Source: an optimization exercise on an open RTL-to-GDS flow (aim: small area and a short achievable clock period). Production flows keep margins and buffers that such runs may drop. In this exercise RTL edits were held to simulation tests only and were not proved equivalent to the original. Power is estimated from default activity; no workload was simulated.

`config.mk`:
```
export PLATFORM = sky130hd
export DESIGN_NAME = rvv_rt_xrf_wb_buffer
export DESIGN_NICKNAME = rvv_rt_xrf_wb_buffer
export VERILOG_FILES = /design/flow/design.v
export SDC_FILE = /design/flow/constraint.sdc
export NUM_CORES = 4
export LEC_CHECK = 0
export CAP_MARGIN = 20
export CORE_MARGIN = 2
export CORE_UTILIZATION = 40
export SLEW_MARGIN = 20
```
`constraint.sdc`:
```
create_clock -name core_clock -period 5.5 [get_ports {clk}]
set_input_delay 1.1000 -clock core_clock [delete_from_list [all_inputs] [get_ports {clk}]]
set_output_delay 1.1000 -clock core_clock [all_outputs]
set_load 0.01 [all_outputs]
```
`design.v`:
```
module rvv_rt_xrf_wb_buffer #(
   parameter int unsigned NUM_RT = 4,
   parameter int unsigned NUM_WP = 2,
   parameter int unsigned DEPTH  = 8,
   parameter int unsigned XLEN   = 32,
   parameter int unsigned AW     = 5
) (
   input  logic                   clk,
   input  logic                   rst,
   input  logic [NUM_RT-1:0]      rt_valid,
   input  logic [NUM_RT*AW-1:0]   rt_addr,
   input  logic [NUM_RT*XLEN-1:0] rt_data,
   output logic [NUM_RT-1:0]      rt_ready,
   output logic [NUM_WP-1:0]      wp_valid,
   output logic [NUM_WP*AW-1:0]   wp_addr,
   output logic [NUM_WP*XLEN-1:0] wp_data,
   input  logic [NUM_WP-1:0]      wp_ready,
   output logic                   buf_empty,
   output logic                   buf_full
   ,
   output logic [$clog2(DEPTH+1)-1:0] stat_max_occ,
   output logic [31:0]                stat_full_stall
);
   localparam int unsigned EW = AW + XLEN;    
   logic [7:0][EW-1:0] mem_q;
   logic [2:0]         rd_ptr_q, wr_ptr_q;
   logic [7:0]         occ_q;                 
   logic [3:0]          st;                   
   logic [3:0][EW-1:0]  ch;
   logic [3:0][1:0]     rank;                 
   logic [3:0]          npush;                
   always_comb begin
      for (int i = 0; i < 4; i++) begin
         st[i] = rt_valid[i] & ~occ_q[7-i] & (rt_addr[i*AW +: AW] != '0);
         ch[i] = {rt_addr[i*AW +: AW], rt_data[i*XLEN +: XLEN]};
      end
      rank[0] = 2'd0;
      rank[1] = {1'b0, st[0]};
      rank[2] = {st[0] & st[1], st[0] ^ st[1]};
      rank[3] = 2'(st[0]) + 2'(st[1]) + 2'(st[2]);
      npush[0] = |st;
      npush[1] = (st[0] & st[1]) | (st[0] & st[2]) | (st[0] & st[3]) |
                 (st[1] & st[2]) | (st[1] & st[3]) | (st[2] & st[3]);
      npush[2] = (st[0] & st[1] & st[2]) | (st[0] & st[1] & st[3]) |
                 (st[0] & st[2] & st[3]) | (st[1] & st[2] & st[3]);
      npush[3] = &st;
   end
   logic [3:0][EW-1:0] lane;
   always_comb begin
      for (int b = 0; b < 4; b++) begin
         lane[b] = '0;
         for (int i = 0; i < 4; i++) begin
            if (st[i] && (2'(wr_ptr_q[1:0] + rank[i]) == 2'(b)))
               lane[b] = lane[b] | ch[i];
         end
      end
   end
   logic [7:0] we;
   always_comb begin
      for (int e = 0; e < 8; e++) begin
         logic [2:0] dst;
         dst  = 3'(e) - wr_ptr_q;
         we[e] = ~dst[2] & npush[dst[1:0]];
      end
   end
   always_ff @(posedge clk) begin
      for (int e = 0; e < 8; e++)
         if (we[e]) mem_q[e] <= lane[e % 4];
   end
   logic [EW-1:0] ev, od, head0, head1;
   logic [1:0]    ev_idx;
   always_comb begin
      ev_idx = rd_ptr_q[2:1] + 2'(rd_ptr_q[0]);
      ev     = mem_q[{ev_idx, 1'b0}];
      od     = mem_q[{rd_ptr_q[2:1], 1'b1}];
      head0  = rd_ptr_q[0] ? od : ev;
      head1  = rd_ptr_q[0] ? ev : od;
   end
   logic       waw;
   logic [1:0] wpv;
   assign waw    = (head0[EW-1 -: AW] == head1[EW-1 -: AW]);
   assign wpv[0] = occ_q[0];
   assign wpv[1] = occ_q[1] & ~waw;
   logic pop1, pop2;
   assign pop1 = wpv[0] & wp_ready[0];
   assign pop2 = pop1 & wpv[1] & wp_ready[1];
   logic [7:0] occ_pop, occ_d;
   always_comb begin
      for (int i = 0; i < 8; i++) begin
         logic a1, a2;
         a1 = (i + 1 < 8) ? occ_q[(i + 1) % 8] : 1'b0;
         a2 = (i + 2 < 8) ? occ_q[(i + 2) % 8] : 1'b0;
         occ_pop[i] = pop2 ? a2 : (pop1 ? a1 : occ_q[i]);
      end
      for (int i = 0; i < 8; i++) begin
         logic v;
         v = occ_pop[i];
         for (int k = 0; k < 4; k++) begin
            if (npush[k]) v = (i - k - 1 >= 0) ? occ_pop[(i - k - 1 + 8) % 8] : 1'b1;
         end
         occ_d[i] = v;
      end
   end
   always_ff @(posedge clk) begin
      if (rst) begin
         rd_ptr_q <= '0;
         wr_ptr_q <= '0;
         occ_q    <= '0;
      end else begin
         rd_ptr_q <= rd_ptr_q + {1'b0, pop2, pop1 & ~pop2};
         wr_ptr_q <= wr_ptr_q + 3'(st[0]) + 3'(st[1]) + 3'(st[2]) + 3'(st[3]);
         occ_q    <= occ_d;
      end
   end
   always_comb begin
      for (int i = 0; i < 4; i++) rt_ready[i] = ~occ_q[7-i];
   end
   assign wp_valid  = wpv;
   assign wp_addr   = {head1[EW-1 -: AW], head0[EW-1 -: AW]};
   assign wp_data   = {head1[XLEN-1:0], head0[XLEN-1:0]};
   assign buf_empty = ~occ_q[0];
   assign buf_full  = occ_q[7];
   logic [7:0]  max_occ_q;                    
   logic [31:0] full_stall_q;
   always_ff @(posedge clk) begin
      if (rst) begin
         max_occ_q    <= '0;
         full_stall_q <= '0;
      end else begin
         max_occ_q    <= max_occ_q | occ_d;
         if (occ_q[7] && rt_valid[0] && (full_stall_q != '1))
            full_stall_q <= full_stall_q + 32'd1;
      end
   end
   assign stat_max_occ[3] = max_occ_q[7];
   assign stat_max_occ[2] = max_occ_q[3] & ~max_occ_q[7];
   assign stat_max_occ[1] = (max_occ_q[1] & ~max_occ_q[3]) | (max_occ_q[5] & ~max_occ_q[7]);
   assign stat_max_occ[0] = (max_occ_q[0] & ~max_occ_q[1]) | (max_occ_q[2] & ~max_occ_q[3]) |
                            (max_occ_q[4] & ~max_occ_q[5]) | (max_occ_q[6] & ~max_occ_q[7]);
   assign stat_full_stall = full_stall_q;
endmodule
```
`run.sh`:
```
#!/bin/bash
# synth_recipe.tcl (not shown) runs the flow's synth.tcl, then flattens the netlist and writes it again
# the make line also repeats each setting of config.mk as NAME=value (left out here)
make -C /OpenROAD-flow-scripts/flow DESIGN_CONFIG=/design/flow/config.mk WORK_HOME=/design/flow/orfs CLKGATE_MAP_FILE= SYNTH_SCRIPT=/design/flow/synth_recipe.tcl finish
```
==> results.sh <==
export IMPL_status="complete, no violations"
export IMPL_die_x_um=215
export IMPL_overflow=0
export IMPL_fin_hold_ws_ps=469
export IMPL_first_global_vias=14100
export IMPL_numCtsBuffers=39
export IMPL_postCtsHoldBufs=0
export IMPL_grt_first_pass_wirelength_um=89300
export IMPL_synth_commonest_cells="296 x edfxtp_1, 238 x a22oi_1, 166 x nand2_1, 79 x clkbuf_1, 76 x mux4_2"
export IMPL_synth_flop_cell="edfxtp_1"
export IMPL_cp_max_fo=25
export IMPL_firstDrtPassIters=6
export IMPL_synth_avg_cell_area_um2=13.2
export IMPL_yosysTopAreaCell="edfxtp_1"
export IMPL_postCtsSetupRepairBufs=0
export IMPL_ys_seq_elements=350
export IMPL_finalHoldViolations=0
export IMPL_crit_family="flip-flops"
export IMPL_yosysMostFrequentCell="edfxtp_1"
export IMPL_insertion_delay_ps=560
export IMPL_syn_area_um2=17900
export IMPL_critPathMaxStageDelay_ps=650
export IMPL_clock_fmax_mhz=207
export IMPL_cp_required_ps=4400
export IMPL_p_total_w=0.0132
export IMPL_async_flop_share=0
export IMPL_place_congestion=0.869
export IMPL_die_area_um2=46400
export IMPL_netlist_cell_type_count=60
export IMPL_cts_resized=0
export IMPL_rsz0062_at_grt="no"
export IMPL_hpwl_um=38400
export IMPL_cpMaxStageDelayCell="dfxtp_4"
export IMPL_antenna_left=0
export IMPL_vias=13900
export IMPL_ios=274
export IMPL_start_util=0.405
export IMPL_yosysWarnings=1
export IMPL_worst_pin_slew_ps=1170
export IMPL_power_leakage_nw=7.92
export IMPL_min_period_over_period=0.878
export IMPL_critPathKind="reg -> out"
export IMPL_drv_cap=0
export IMPL_nets=1788
export IMPL_die_h_um=215
export IMPL_drc=0
export IMPL_netlist_instances=1359
export IMPL_cts_sinks=350
export IMPL_netlist_area_leader_share=0.497
export IMPL_cp_arrival_ps=3730
export IMPL_grt_use_total=0.256
export IMPL_seq_area_um2=9980
export IMPL_wl_um=59900
export IMPL_slew_violations=0
export IMPL_ff2ff_setup_slack_ps=1420
export IMPL_cts_max_level=2
export IMPL_cts_root_buffer="clkbuf_16"
export IMPL_slew_headroom=0.220
export IMPL_syn_to_final_growth_pct=27.5
export IMPL_crit_path_start_kind="flop"
export IMPL_clockBufferDepth=3
export IMPL_syn_nets=1532
export IMPL_row_count=77
export IMPL_numPortBuffers=273
export IMPL_critPathCaptureType="output port"
export IMPL_post_drt_wl_per_cell_um=26.7
export IMPL_final_layout_size_suffix_gt1_frac=0.173
export IMPL_via_per_inst=6.20
export IMPL_skew_ps=19.2
export IMPL_post_route_min_period_ps=4830
export IMPL_hp_class="reg -> reg"
export IMPL_synth_edf_count=296
export IMPL_crit_chain="ha_4 > mux4_2 > xnor2_1 > nand3_1 > nor2_1 > nor2b_1 > clkdlybuf4s50_1"
export IMPL_drtIter0Drc=1427
export IMPL_fillCellCount=3743
export IMPL_ir_drop_uv=372
export IMPL_synth_top_cells_by_area="edfxtp_1 50%, a22oi_1 10%, mux4_2 9.6%"
export IMPL_yosysSeqAreaShare=0.557
export IMPL_grt_max_degree=76
export IMPL_path_buf_inv=1
export IMPL_core_area_um2=44200
export IMPL_setup_viol_count_final=0
export IMPL_path_clk_slew_ps=60
export IMPL_tritoncts="yes"
export IMPL_setup_tns_final_ps=0
export IMPL_antenna_found_initial=6
export IMPL_multiInputGateArea_um2=7590
export IMPL_powerDensity_nw_per_um2=578
## logic make-up (layout without fill, tap and decap cells)
kind of cell               count (synthesis)  count (layout)  share of synthesized area
AOI/OAI and AO/OA                        356             356                      0.155
xor gates and xnor gates                  47              47                     0.0241
adders and majority gates                 17              17                     0.0140
buffers and inverters                    121             406                     0.0264
DFF                                      350             350                      0.557
muxes                                    155             155                      0.145
other                                      0               5                          0
and+or+nand+nor                          313             313                     0.0779
## layout by cell type (no fill, tap or decap), types with 9 or more instances in the layout
| master | Yosys | routed |
|---|---|---|
| a21oi_1 | 14 | 14 |
| a221o_1 | 30 | 30 |
| a22o_1 | 30 | 30 |
| a22oi_1 | 238 | 238 |
| buf_4 | 2 | 31 |
| clkbuf_16 | 0 | 40 |
| clkdlybuf4s50_1 | 0 | 272 |
| clkinv_1 | 0 | 12 |
| dfxtp_1 | 54 | 51 |
| edfxtp_1 | 296 | 296 |
| ha_1 | 12 | 11 |
| inv_1 | 22 | 22 |
| mux2_2 | 74 | 74 |
| mux4_2 | 76 | 76 |
| nand2_1 | 166 | 166 |
| nand3_1 | 16 | 16 |
| nand4_1 | 9 | 9 |
| nor2_1 | 64 | 55 |
| nor2_4 | 0 | 9 |
| xnor2_1 | 19 | 19 |
| xor2_1 | 27 | 27 |
## through the flow
step                 util  area (um2)  cells  worst slack, ps
floorplan               -       17900   1359             80.0
global placement    0.487       21500   2164              325
detailed placement  0.487       21500   2165              475
CTS                 0.515       22800   2235              560
global route        0.516       22800   2240              408
finish              0.516       22800   2241              669
## final timing paths
path,start,to,depth (start not counted)
worst max-delay path,rd_ptr_q[1],wp_valid[1],7
worst min-delay path,max_occ_q[2],max_occ_q[2],2
worst max register to register,rd_ptr_q[1],max_occ_q[7],9
worst min register to register,max_occ_q[2],max_occ_q[2],2
## worst min-delay path, stage by stage, from the launching register on
cell and delay [ps]:
dfxtp_1 290, inv_1 60, a21oi_1 60
## power by group
group	internal [W]	switching, W	leakage, nW
sequential	0.00445	0.000279	3.27
combinational	0.00254	0.00338	4.05
clock	0.00147	0.00107	0.599
total	0.00846	0.00472	7.92
## state kept, by name (all words and copies together), names as in the netlist
signal / cells
rd_ptr_q: 3
max_occ_q: 8
occ_q: 8
mem_q: 296
full_stall_q: 32
wr_ptr_q: 3
## per-layer routing
metal / GRT usage / routed length [um]
met1: 0.335 / 23800
met2: 0.417 / 28000
met3: 0.0482 / 5710
met4: 0.108 / 2390
met5: 0 / 13
## layout make-up
| type | instances | share of cell area |
|---|---|---|
| clock buffer | 45 | 0.0447 |
| inverter | 22 | 0.00362 |
| sequential | 350 | 0.437 |
| multi-input combinational | 888 | 0.333 |
| timing repair buffer | 314 | 0.139 |
| antenna | 5 | 0.000549 |
| tap | 592 | 0.0325 |
| clock inverter | 25 | 0.00905 |

-- what the ideal ports hide --
The results above use ideal ports. As a check the final layout listed here was re-extracted and re-timed, cells and wires unchanged. Step 1 sets driving cells, clkbuf_16 on the clock port and buf_2 on the other inputs (assumed; they add their load-dependent delay and slew). Step 2 moves the port delays by t, midway between the first and last clock arrival at a register: inputs arrive t later, outputs are due t later. That takes back most of the time a late clock gives input paths. Three values: ideal ports, drivers, drivers and shift; two values: the first two.
shift t [ns]: 0.603
setup WS [ns]: 0.669 / 0.613 / 0.330
hold slack, ns: 0.469 / 0.469 / 0.469
worst setup path after step 2: input to register
After both steps setup and hold are still met in this run. The setup slack of this run moves by -0.056 ns with the drivers and by -0.339 ns with both steps.
